This design comes from an exercise in tuning for small area on the open sky130 flow, not from production work.
In this exercise RTL edits were held to simulation tests only and were not proved equivalent to the original.

==> yarrow <==
==> flow/design.v <==
module name_field_aoi222 (
    input  logic [2:0] s,
    input  logic [2:0] d,
    output logic       y
);
    assign y = ~|(s & d);
endmodule
module name_field_aoi22 (
    input  logic [1:0] s,
    input  logic [1:0] d,
    output logic       y
);
    assign y = ~|(s & d);
endmodule
module name_field_fin (
    input  logic [2:0] p,
    input  logic [1:0] s,
    input  logic [1:0] d,
    output logic       y
);
    assign y = ~&p | (|(s & d));
endmodule
module name_field_nand4 (
    input  logic [3:0] a,
    output logic       y
);
    assign y = ~&a;
endmodule
module name_field_arbiter #(
    parameter int NUM_FIELDS = 10,
    parameter int DATA_W     = 160,
    parameter int IDX_W      = 4
) (
    input  logic                         clk,
    input  logic                         rst,
    input  logic [NUM_FIELDS*DATA_W-1:0] field_data,
    input  logic [NUM_FIELDS-1:0]        field_w,
    output logic [DATA_W-1:0]            out_data,
    output logic [IDX_W-1:0]             out_field,
    output logic                         out_last,
    output logic                         out_valid,
    input  logic                         out_ready,
    output logic [NUM_FIELDS-1:0]        overflow
);
    logic [NUM_FIELDS-1:0][DATA_W-1:0] hold_q;
    logic [NUM_FIELDS-1:0]             pend_q;
    logic [NUM_FIELDS-1:0]             ovf_q;
    logic [NUM_FIELDS-1:0]             seen_q;
    logic [NUM_FIELDS-1:0]             mask_q;
    logic                              valid_q;
    logic [DATA_W-1:0]                 data_q;
    logic [IDX_W-1:0]                  field_q;
    logic                  slot_free;
    logic                  grant_vld;
    logic [NUM_FIELDS-1:0] req_hi;
    logic [NUM_FIELDS-1:0] req;
    logic [NUM_FIELDS-1:0] req_before;
    logic [NUM_FIELDS-1:0] grant_vec;
    logic [NUM_FIELDS-1:0] seen_set;
    logic [IDX_W-1:0]      grant_idx;
    logic [DATA_W-1:0]     data_d;
    for (genvar i = 0; i < NUM_FIELDS; i++) begin : g_hold
        always_ff @(posedge clk) begin
            if (field_w[i]) hold_q[i] <= field_data[i*DATA_W +: DATA_W];
        end
    end
    assign slot_free = ~valid_q | out_ready;
    always_comb begin
        req_hi = pend_q & mask_q;
        req    = (|req_hi) ? req_hi : pend_q;
        req_before[0] = 1'b0;
        for (int i = 1; i < NUM_FIELDS; i++)
            req_before[i] = req_before[i-1] | req[i-1];
        grant_vld = slot_free & (|pend_q);
        grant_vec = {NUM_FIELDS{slot_free}} & req & ~req_before;
        grant_idx = '0;
        for (int i = 0; i < NUM_FIELDS; i++)
            if (grant_vec[i]) grant_idx = grant_idx | IDX_W'(i);
    end
    logic [10:0] sel;
    assign sel = {~slot_free, grant_vec};
    for (genvar b = 0; b < DATA_W; b++) begin : g_sel
        logic [10:0] col;
        logic [3:0]  part_n;
        for (genvar i = 0; i < NUM_FIELDS; i++) begin : g_col
            assign col[i] = hold_q[i][b];
        end
        assign col[10] = data_q[b];
        name_field_aoi222 u_p0 (.s(sel[2:0]),  .d(col[2:0]),  .y(part_n[0]));
        name_field_aoi222 u_p1 (.s(sel[5:3]),  .d(col[5:3]),  .y(part_n[1]));
        name_field_aoi222 u_p2 (.s(sel[8:6]),  .d(col[8:6]),  .y(part_n[2]));
        name_field_fin    u_or (.p(part_n[2:0]), .s(sel[10:9]), .d(col[10:9]), .y(data_d[b]));
    end
    assign seen_set = seen_q | grant_vec;
    always_ff @(posedge clk) begin
        data_q <= data_d;
        if (grant_vld) field_q <= grant_idx;
    end
    always_ff @(posedge clk or posedge rst) begin
        if (rst) begin
            pend_q  <= '0;
            ovf_q   <= '0;
            seen_q  <= '0;
            mask_q  <= '0;
            valid_q <= 1'b0;
        end else begin
            pend_q  <= field_w | (pend_q & ~grant_vec);
            ovf_q   <= ovf_q | (field_w & pend_q & ~grant_vec);
            valid_q <= grant_vld | ~slot_free;
            if (grant_vld) mask_q <= req_before;
            seen_q  <= (&seen_set) ? '0 : seen_set;
        end
    end
    assign out_data  = data_q;
    assign out_field = field_q;
    assign out_last  = ~|seen_q;
    assign out_valid = valid_q;
    assign overflow  = ovf_q;
endmodule
==> flow/flow/run.sh <==
#!/bin/bash
# The standard layout (standard.sh, unchanged synthesis) with these
# changes made through ORFS's own variables:
#   - port buffers use the smallest buffer instead of a delay cell;
#   - CTS uses clkbuf_8 leaf clusters of up to 16 sinks and no dummy loads;
#   - IO pins may sit on adjacent tracks, so the die can be smaller;
#   - global routing holds back 10% of each layer instead of 20%
#     (flow/fastroute.tcl).
# All output of the tools goes to standard.log here (and ORFS's own logs
# under orfs/logs).
set -uo pipefail
export BUFFER_PORTS_ARGS="-buffer_cell sky130_fd_sc_hd__buf_1"
export PRE_GLOBAL_PLACE_TCL="$PWD/flow/pre_gp.tcl"
export CTS_ARGS="-sink_clustering_enable -repair_clock_nets -dont_use_dummy_load -buf_list sky130_fd_sc_hd__clkbuf_8 -sink_clustering_size 16 -sink_clustering_max_diameter 60"
export PLACE_PINS_ARGS="-min_distance 1 -min_distance_in_tracks"
export FASTROUTE_TCL="$PWD/flow/fastroute.tcl"
bash standard.sh > standard.log 2>&1
==> flow/flow/fastroute.tcl <==
# Global routing layers as the platform sets them, with 10% of each layer's
# capacity held back instead of 20%.
set_global_routing_layer_adjustment $::env(MIN_ROUTING_LAYER)-$::env(MAX_ROUTING_LAYER) 0.1

set_routing_layers -clock $::env(MIN_CLK_ROUTING_LAYER)-$::env(MAX_ROUTING_LAYER)
set_routing_layers -signal $::env(MIN_ROUTING_LAYER)-$::env(MAX_ROUTING_LAYER)
==> flow/flow/pre_gp.tcl <==
# Remove synthesis buffers before port buffering, as the timing-driven
# global placement of the standard flow does.
remove_buffers
==> flow/standard.sh <==
#!/bin/bash
# synth_recipe.tcl (not shown) runs the flow's synth.tcl, then flattens the netlist and writes it again
# the make line also repeats each setting of config.mk as NAME=value (left out here)
make -C /OpenROAD-flow-scripts/flow DESIGN_CONFIG=/design/flow/config.mk WORK_HOME=/design/flow/orfs CLKGATE_MAP_FILE= SYNTH_SCRIPT=/design/flow/synth_recipe.tcl "${@:-finish}"
==> flow/config.mk <==
export PLATFORM = sky130hd
export DESIGN_NAME = name_field_arbiter
export DESIGN_NICKNAME = name_field_arbiter
export VERILOG_FILES = /design/flow/design.v
export SDC_FILE = /design/flow/constraint.sdc
export NUM_CORES = 4
export LEC_CHECK = 0
export CAP_MARGIN = 20
export CORE_AREA = 5 5 395 395
export DIE_AREA = 0 0 400 400
export GPL_TIMING_DRIVEN = 0
export SLEW_MARGIN = 20
export SYNTH_HIERARCHICAL = 1
export SYNTH_MINIMUM_KEEP_SIZE = 0
==> flow/constraint.sdc <==
create_clock -name core_clock -period 7.0 [get_ports {clk}]
set_input_delay 1.4000 -clock core_clock [delete_from_list [all_inputs] [get_ports {clk}]]
set_output_delay 1.4000 -clock core_clock [all_outputs]
set_load 0.01 [all_outputs]
==> inputs of quartz, as changes to yarrow <==
--- a/flow/design.v
+++ b/flow/design.v
@@ -51,4 +51,5 @@
     logic [DATA_W-1:0]                 data_q;
     logic [IDX_W-1:0]                  field_q;
+    logic                              last_q;
     logic                  slot_free;
     logic                  grant_vld;
@@ -95,5 +96,8 @@
     always_ff @(posedge clk) begin
         data_q <= data_d;
-        if (grant_vld) field_q <= grant_idx;
+        if (grant_vld) begin
+            field_q <= grant_idx;
+            last_q  <= &seen_set;
+        end
     end
     always_ff @(posedge clk or posedge rst) begin
@@ -114,5 +118,5 @@
     assign out_data  = data_q;
     assign out_field = field_q;
-    assign out_last  = ~|seen_q;
+    assign out_last  = last_q;
     assign out_valid = valid_q;
     assign overflow  = ovf_q;
==> flow/flow/run.sh (replaced) <==
#!/bin/bash
# The standard layout (standard.sh, unchanged synthesis) with three
# changes made through ORFS's own variables:
#   - port buffers use the smallest buffer instead of a delay cell;
#   - CTS uses clkbuf_8 leaf clusters of up to 20 sinks and no dummy loads;
#   - after global routing, non-critical cells are sized down.
# All output of the tools goes to standard.log here (and ORFS's own logs
# under orfs/logs).
set -uo pipefail
export BUFFER_PORTS_ARGS="-buffer_cell sky130_fd_sc_hd__buf_1"
export CTS_ARGS="-sink_clustering_enable -repair_clock_nets -dont_use_dummy_load -buf_list sky130_fd_sc_hd__clkbuf_8 -sink_clustering_size 20 -sink_clustering_max_diameter 60"
export RECOVER_POWER=100
bash standard.sh > standard.log 2>&1
GPL_TIMING_DRIVEN = not set   (was 0)
removed: flow/flow/fastroute.tcl
removed: flow/flow/pre_gp.tcl
==> inputs of lagoon, as changes to yarrow <==
--- a/flow/design.v
+++ b/flow/design.v
@@ -12,12 +12,4 @@
 );
     assign y = ~|(s & d);
-endmodule
-module name_field_fin (
-    input  logic [2:0] p,
-    input  logic [1:0] s,
-    input  logic [1:0] d,
-    output logic       y
-);
-    assign y = ~&p | (|(s & d));
 endmodule
 module name_field_nand4 (
@@ -51,4 +43,5 @@
     logic [DATA_W-1:0]                 data_q;
     logic [IDX_W-1:0]                  field_q;
+    logic                              last_q;
     logic                  slot_free;
     logic                  grant_vld;
@@ -90,10 +83,14 @@
         name_field_aoi222 u_p1 (.s(sel[5:3]),  .d(col[5:3]),  .y(part_n[1]));
         name_field_aoi222 u_p2 (.s(sel[8:6]),  .d(col[8:6]),  .y(part_n[2]));
-        name_field_fin    u_or (.p(part_n[2:0]), .s(sel[10:9]), .d(col[10:9]), .y(data_d[b]));
+        name_field_aoi22  u_p3 (.s(sel[10:9]), .d(col[10:9]), .y(part_n[3]));
+        name_field_nand4  u_or (.a(part_n), .y(data_d[b]));
     end
     assign seen_set = seen_q | grant_vec;
     always_ff @(posedge clk) begin
         data_q <= data_d;
-        if (grant_vld) field_q <= grant_idx;
+        if (grant_vld) begin
+            field_q <= grant_idx;
+            last_q  <= &seen_set;
+        end
     end
     always_ff @(posedge clk or posedge rst) begin
@@ -114,5 +111,5 @@
     assign out_data  = data_q;
     assign out_field = field_q;
-    assign out_last  = ~|seen_q;
+    assign out_last  = last_q;
     assign out_valid = valid_q;
     assign overflow  = ovf_q;
==> flow/run.sh (new file) <==
#!/bin/bash
# synth_recipe.tcl (not shown) runs the flow's synth.tcl, then flattens the netlist and writes it again
# the make line also repeats each setting of config.mk as NAME=value (left out here)
make -C /OpenROAD-flow-scripts/flow DESIGN_CONFIG=/design/flow/config.mk WORK_HOME=/design/flow/orfs CLKGATE_MAP_FILE= SYNTH_SCRIPT=/design/flow/synth_recipe.tcl finish
CORE_AREA = 5 5 635 635   (was 5 5 395 395)
DIE_AREA = 0 0 640 640   (was 0 0 400 400)
GPL_TIMING_DRIVEN = not set   (was 0)
removed: flow/flow/run.sh
removed: flow/flow/fastroute.tcl
removed: flow/flow/pre_gp.tcl
removed: flow/standard.sh
==> results.sh <==
export IMPL_root_buffer="clkbuf_8"
export IMPL_period_needed_ns=4.84
export IMPL_nets=6435
export IMPL_clockBufferDepth=3
export IMPL_power_frac_comb_pct=9.7
export IMPL_io_pins=1789
export IMPL_period_share_pct=69.2
export IMPL_fill_cells=13100
export IMPL_seq_cell_share_pct=69.4
export IMPL_path_max_fanout=26
export IMPL_r2r_start="pend_q[6]"
export IMPL_grt_ovfl_total=0
export IMPL_use_met1_pct=31.5
export IMPL_fp_dieH_um=400
export IMPL_grtUsageTotal_pct=27.6
export IMPL_outcome="complete, no violations"
export IMPL_fin_hold_ws_ns=0.448
export IMPL_grt_pass1_wl_um=338000
export IMPL_synthTopCellsByArea="edfxtp_1, a222oi_1, dfxtp_1, a22oi_1, buf_4"
Source of the figures above: yarrow

==> results.sh <==
export IMPL_synthesis_area_sq_um=61600
export IMPL_synth_simple_area_share_pct=2.14
export IMPL_outcome="did not finish"
export IMPL_fp_dieH_um=400
export IMPL_async_reset_ff_share_pct=2.22
export IMPL_synth_avg_cell_area_sq_um=21.1
export IMPL_synth_fp_nets=4535
export IMPL_stop_stage="I/O pin placement (3_2_place_iop)"
export IMPL_ys_ff_latch=1805
export IMPL_start_util_pct=40.6
export IMPL_synthTopCellsByArea="edfxtp_1, a222oi_1, dfxtp_1, a22oi_1, buf_4"
export IMPL_error_line="[ERROR PPL-0024] Number of IO pins (1789) exceeds maximum number of available positions (1446). Increase the die perimeter from 1600.00um to 2433.04um."
export IMPL_synth_edf_count=1605
export IMPL_synthAdderAreaFrac_pct=0
export IMPL_synth_top_family_by_area="compound AO/OA/AOI/OAI gates"
export IMPL_synth_compound_area_share_pct=10.6
Source of the figures above: quartz

==> results.sh <==
export IMPL_outcome="complete, no violations"
export IMPL_nets=6453
export IMPL_period_share_pct=66.3
export IMPL_root_buffer="clkbuf_16"
export IMPL_fp_dieH_um=640
export IMPL_synthTopCellsByArea="edfxtp_1, a222oi_1, dfxtp_1, a22oi_2, buf_4"
export IMPL_seq_cell_share_pct=55.5
export IMPL_io_pins=1789
export IMPL_use_met1_pct=23.4
export IMPL_path_max_fanout=84
export IMPL_r2r_start="pend_q[2]"
export IMPL_power_frac_comb_pct=11.6
export IMPL_fin_hold_ws_ns=0.469
export IMPL_fill_cells=40600
export IMPL_clockBufferDepth=4
export IMPL_grt_ovfl_total=0
Source of the figures above: lagoon

[separate check: timing with driven ports]
How much do the figures lean on ideal ports? The routed layouts below were timed once more, with nothing changed but the port constraints. Step 1 (the two cells are an assumption about what drives the block):
set clk [get_ports {clk}]
set_driving_cell -lib_cell sky130_fd_sc_hd__clkbuf_16 $clk
set_driving_cell -lib_cell sky130_fd_sc_hd__buf_2 [delete_from_list [all_inputs] $clk]
Step 2 times the ports against the registers' clock, not the clock port: input delays grow and output delays shrink by t, the midpoint of the rising clock arrivals with the driver on. Three values: no drivers, after step 1, after step 2; two values: the first two.
| run | t (ns) | slack for setup (ns) | latest minus earliest clock arrival (ns) | worst register clock-pin slew, ns | worst slew at a driven data input, ns |
|---|---|---|---|---|---|
| yarrow | 0.903 | 2.156 / 2.156 / 1.326 | 0.119 / 0.118 | 0.11 / 0.11 | 0.23 |
| lagoon | 0.980 | 2.359 / 2.359 / 1.775 | 0.093 / 0.093 | 0.07 / 0.07 | 0.50 |
After both steps every run listed still meets setup and hold. For yarrow, which loses most, drivers alone change the setup slack by 0.000 ns; drivers and shift together by -0.830 ns.
